From an optimization exercise on the open Yosys and OpenROAD flow, aimed at small area; shortcuts taken in it are not production practice.
The RTL was checked by simulation tests, not by an equivalence proof against the original design.
Power figures rest on the tool's default switching activity, not on a simulated workload.

// intensity_reflector_cluster_detect
module intensity_reflector_cluster_detect
(
    input  logic        clk,
    input  logic        rst_n,
    input  logic        cfg_we,
    input  logic [2:0]  cfg_index,
    input  logic [22:0] cfg_data,
    input  logic        beam_valid,
    output logic        beam_stall,
    input  logic [15:0] beam_intensity,
    input  logic [15:0] beam_range_mm,
    input  logic        beam_range_finite,
    input  logic        beam_last,
    output logic        result_valid,
    input  logic        result_stall,
    output logic [19:0] result_center_index_q8,
    output logic [11:0] result_peak_index,
    output logic [11:0] result_start_index,
    output logic [11:0] result_end_index,
    output logic [15:0] result_peak_intensity,
    output logic [15:0] result_center_range_mm
);
==> flow/config.mk <==
export PLATFORM = sky130hd
export DESIGN_NAME = intensity_reflector_cluster_detect
export DESIGN_NICKNAME = intensity_reflector_cluster_detect
export VERILOG_FILES = /design/flow/design.v
export SDC_FILE = /design/flow/constraint.sdc
export NUM_CORES = 4
export LEC_CHECK = 0
export CAP_MARGIN = 20
export CORE_MARGIN = 2
export CORE_UTILIZATION = 40
export CTS_BUF_LIST = sky130_fd_sc_hd__clkbuf_4
export SLEW_MARGIN = 20
==> flow/constraint.sdc <==
create_clock -name core_clock -period 9.0 [get_ports {clk}]
set_input_delay 1.8000 -clock core_clock [delete_from_list [all_inputs] [get_ports {clk}]]
set_output_delay 1.8000 -clock core_clock [all_outputs]
set_load 0.01 [all_outputs]
run.sh (not shown) runs the stock make flow with config.mk's settings and CLKGATE_MAP_FILE= SYNTH_SCRIPT=/design/flow/synth_recipe.tcl, a recipe that flattens the netlist after the stock synthesis.
The first run passed the timing, DRC and antenna checks.
Next try:
==> flow/flow/run.sh (new file) <==
#!/bin/bash
# Own layout flow: the standard layout (standard.sh, unchanged synthesis
# and steps), with the port buffers made from the smallest buffer cell.
# Runs in the work folder; make's full output goes to flow_make.log there,
# and ORFS keeps each step's own log under orfs/logs.
set -uo pipefail
export BUFFER_PORTS_ARGS="-buffer_cell sky130_fd_sc_hd__buf_1"
bash standard.sh > flow_make.log 2>&1
==> flow/standard.sh (new file) <==
#!/bin/bash
# synth_recipe.tcl (not shown) runs the flow's synth.tcl, then flattens the netlist and writes it again
# the make line also repeats each setting of config.mk as NAME=value (left out here)
make -C /OpenROAD-flow-scripts/flow DESIGN_CONFIG=/design/flow/config.mk WORK_HOME=/design/flow/orfs CLKGATE_MAP_FILE= SYNTH_SCRIPT=/design/flow/synth_recipe.tcl "${@:-finish}"
- CAP_MARGIN: 20 -> 0
- CORE_UTILIZATION: 40 -> 65
- CTS_BUF_LIST: sky130_fd_sc_hd__clkbuf_4 -> sky130_fd_sc_hd__clkbuf_16
- CTS_CLUSTER_DIAMETER: unset -> 80
- CTS_CLUSTER_SIZE: unset -> 20
- SLEW_MARGIN: 20 -> 0
removed: flow/run.sh
Fmax shrinks by a few percent.
Sequential power hardly moves.
Routed wire length came out lower by a little under a tenth.
Cell area goes down by a little under a tenth.
Next try:
==> flow/run.sh (new file) <==
#!/bin/bash
# synth_recipe.tcl (not shown) runs the flow's synth.tcl, then flattens the netlist and writes it again
# the make line also repeats each setting of config.mk as NAME=value (left out here)
make -C /OpenROAD-flow-scripts/flow DESIGN_CONFIG=/design/flow/config.mk WORK_HOME=/design/flow/orfs CLKGATE_MAP_FILE= SYNTH_SCRIPT=/design/flow/synth_recipe.tcl finish
- CAP_MARGIN: 0 -> 20
- CORE_UTILIZATION: 65 -> 40
- CTS_CLUSTER_DIAMETER: 80 -> 100
- CTS_CLUSTER_SIZE: 20 -> 30
- SLEW_MARGIN: 0 -> 20
removed: flow/flow/run.sh
removed: flow/standard.sh
Total power is lower by 0.92%.
Die area goes up by 61%.
First-iteration DRC count goes down by 26%.
Synthesized cell count does not change.
Sequential power is about the same.
Setup slack gets better by 0.43 ns.
Register-to-register slack improved by 0.43 ns.
Hold slack improves by 0.0097 ns.
Non-clock buffer count came out higher by 2.
Next try:
==> flow/flow/run.sh (new file) <==
#!/bin/bash
# Own layout flow: the standard layout (standard.sh, unchanged synthesis
# and steps), with the port buffers made from the smallest buffer cell.
# Runs in the work folder; make's full output goes to flow_make.log there,
# and ORFS keeps each step's own log under orfs/logs.
set -uo pipefail
export BUFFER_PORTS_ARGS="-buffer_cell sky130_fd_sc_hd__buf_1"
bash standard.sh > flow_make.log 2>&1
==> flow/standard.sh (new file) <==
#!/bin/bash
# synth_recipe.tcl (not shown) runs the flow's synth.tcl, then flattens the netlist and writes it again
# the make line also repeats each setting of config.mk as NAME=value (left out here)
make -C /OpenROAD-flow-scripts/flow DESIGN_CONFIG=/design/flow/config.mk WORK_HOME=/design/flow/orfs CLKGATE_MAP_FILE= SYNTH_SCRIPT=/design/flow/synth_recipe.tcl "${@:-finish}"
- CTS_BUF_LIST: sky130_fd_sc_hd__clkbuf_16 -> unset
- CTS_CLUSTER_DIAMETER: 100 -> unset
- CTS_CLUSTER_SIZE: 30 -> unset
removed: flow/run.sh
After rerunning: Die area is unchanged. Setup slack is worse by 0.026 ns. Fmax is lower by 0.34%. Cell area went down by 0.36%. Core utilization decreases by 0.16 points. Sequential share of layout area rises by 0.16 points. First-iteration DRC count rose by 20%.

* * *

## north
intensity_reflector_cluster_detect, a different RTL version from the one above (not shown whole).
For scale: roughly 1,400 cells after synthesis, ~360 flip-flops, ~160 I/O pins, ~0.018 mm^2 of cells after synthesis.
Settings: LEC_CHECK=0, CAP_MARGIN=0, CORE_MARGIN=2, CORE_UTILIZATION=72, CTS_BUF_LIST=sky130_fd_sc_hd__clkbuf_16, CTS_CLUSTER_DIAMETER=80, CTS_CLUSTER_SIZE=20, SLEW_MARGIN=0; clock period 9.0 ns.
standard.sh (not shown) runs the stock make flow with config.mk's settings and CLKGATE_MAP_FILE= SYNTH_SCRIPT=/design/flow/synth_recipe.tcl, a recipe that flattens the netlist after the stock synthesis.
==> flow/flow/run.sh <==
#!/bin/bash
# Own layout flow: the standard layout (standard.sh, unchanged synthesis
# and steps), with the port buffers made from the smallest buffer cell.
# Runs in the work folder; make's full output goes to flow_make.log there,
# and ORFS keeps each step's own log under orfs/logs.
set -uo pipefail
export BUFFER_PORTS_ARGS="-buffer_cell sky130_fd_sc_hd__buf_1"
bash standard.sh > flow_make.log 2>&1
north finished every stage and its layout cleared the timing, DRC and antenna checks.
Setup changes, north to south
Settings: a change of CORE_UTILIZATION from 72 to 55.
==> comparison <==
- Comparing north and south, the lower clock buffer and inverter area fraction after layout is on north.
- The lower final area came out of north.
- Worst-case hold slack sits higher in south than in north.
- Summary of south over north: clock group share of total power increased by 1.2 points relative to the old numbers, first-pass GRT wire length comparable, proportion of cell area occupied by multi-input gates shrank by 0.38 points.
- Against north, total power in south rose slightly.
- Comparing worst setup slack for north and south, the smaller number came from north.
- Compared to north, south has via count about 4% lower.
- south vs. north: final period demand of the worst path saw a decrease; highest clock frequency the design can meet saw an increase.
For east, these inputs were changed with respect to south:
Settings: swapping 55 for 65 in CORE_UTILIZATION; swapping 20 for 25 in CTS_CLUSTER_SIZE; swapping 80 for 90 in CTS_CLUSTER_DIAMETER.
Notes after the runs:
Diff south -> east: total wire length after detailed routing has decreased; die area decreased 0.0052 mm^2. Compared with south, east shows switching power lower by 62 uW.
#### Input delta (west over east)
Settings: changing CTS_CLUSTER_SIZE from 25 to 20; changing CTS_CLUSTER_DIAMETER from 90 to 80.
## What came out
Looking only at final worst slack, and setting everything else aside, the higher value of west and east goes to west.
Compared with east, west shows via count that has gone up slightly.
On west: worst clock skew on the final layout is 0.0034 ns lower than what east gave.
Against east, the final cell area of west is higher.
Diff east..west | met1 demand-to-capacity share in global routing | negligible
Diff west..east | die area | unchanged
On wire length per cell after detailed routing, the lower figure sits with west, not east.
Between east and west, power increased.
Fraction of layout cells with a size suffix above 1: west > east

* * *

v6:
RTL: one of the versions met above, not the one the previous note started from.
Size in the first run: about 350 flip-flops, roughly 160 I/O pins.
==> flow/design.v (excerpt) <==
module intensity_reflector_cluster_detect
(
    input  logic        clk,
    input  logic        rst_n,
    input  logic        cfg_we,
    input  logic [2:0]  cfg_index,
    input  logic [22:0] cfg_data,
    input  logic        beam_valid,
    output logic        beam_stall,
    input  logic [15:0] beam_intensity,
    input  logic [15:0] beam_range_mm,
    input  logic        beam_range_finite,
    input  logic        beam_last,
    output logic        result_valid,
    input  logic        result_stall,
    output logic [19:0] result_center_index_q8,
    output logic [11:0] result_peak_index,
    output logic [11:0] result_start_index,
    output logic [11:0] result_end_index,
    output logic [15:0] result_peak_intensity,
    output logic [15:0] result_center_range_mm
);
clock: 9.0 ns
lec_check: 0
cap_margin: 20
core_margin: 2
core_utilization: 40
cts_buf_list: sky130_fd_sc_hd__clkbuf_16
cts_cluster_diameter: 80
cts_cluster_size: 20
slew_margin: 20
Scripts as last shown in full above: flow/flow/run.sh
The inputs of v7 differ from those of v6 as listed below.
Settings: changing CTS_BUF_LIST from sky130_fd_sc_hd__clkbuf_16 to sky130_fd_sc_hd__clkbuf_8 sky130_fd_sc_hd__clkbuf_16; changing CTS_CLUSTER_DIAMETER from 80 to 60; changing CTS_CLUSTER_SIZE from 20 to 25.
Findings:
- Between v7 and v6, it is v7 whose combinational fraction of design power is lower, by 0.9 points.
- As far as critical path depth goes, v7 and v6 are indistinguishable; the numbers are identical.
- v7 went all the way through synthesis, placement and routing and the layout is clean on timing, DRC and antenna.
- v6 → v7: global-route usage higher; final worst-path setup slack down 31 ps; area growth from synthesis to layout up 2.2 points.
- v7: per-cell via count in the routed design lower than v6
- Re clock power: v7 is 36% up on v6.
- v7 supports a lower top clock frequency than v6.

what the ideal ports hide:
The flow's constraints put no driver on any port. The routed layouts listed below were extracted and timed again, unchanged, in two steps.
Step 1 assumes that a clkbuf_16 drives the clock port and a buf_2 every other input.
Step 2 times the ports against the registers' clock, not the clock port: input delays grow and output delays shrink by t, the midpoint of the rising clock arrivals with the driver on.
Three values: no drivers, after step 1, after step 2; two values: the first two.
run	t (ns)	slack for setup (ns)	hold WS [ns]
the first run of note 1	0.900	1.393 / 1.393 / 1.393	0.420 / 0.420 / 0.420
the second run of note 1	0.587	0.942 / 0.942 / 0.942	0.421 / 0.421 / 0.421
the third run of note 1	0.585	1.370 / 1.370 / 1.370	0.430 / 0.430 / 0.430
the fourth run of note 1	0.629	1.344 / 1.344 / 1.344	0.416 / 0.416 / 0.416
north	0.589	1.315 / 1.315 / 1.315	0.421 / 0.421 / 0.421
south	0.591	1.423 / 1.423 / 1.423	0.425 / 0.425 / 0.425
east	0.573	1.354 / 1.354 / 1.354	0.422 / 0.422 / 0.422
west	0.583	1.369 / 1.369 / 1.369	0.419 / 0.419 / 0.419
v6	0.629	1.376 / 1.376 / 1.376	0.420 / 0.420 / 0.420
v7	0.619	1.345 / 1.345 / 1.345	0.414 / 0.414 / 0.414
After both steps setup and hold are still met in every run listed.
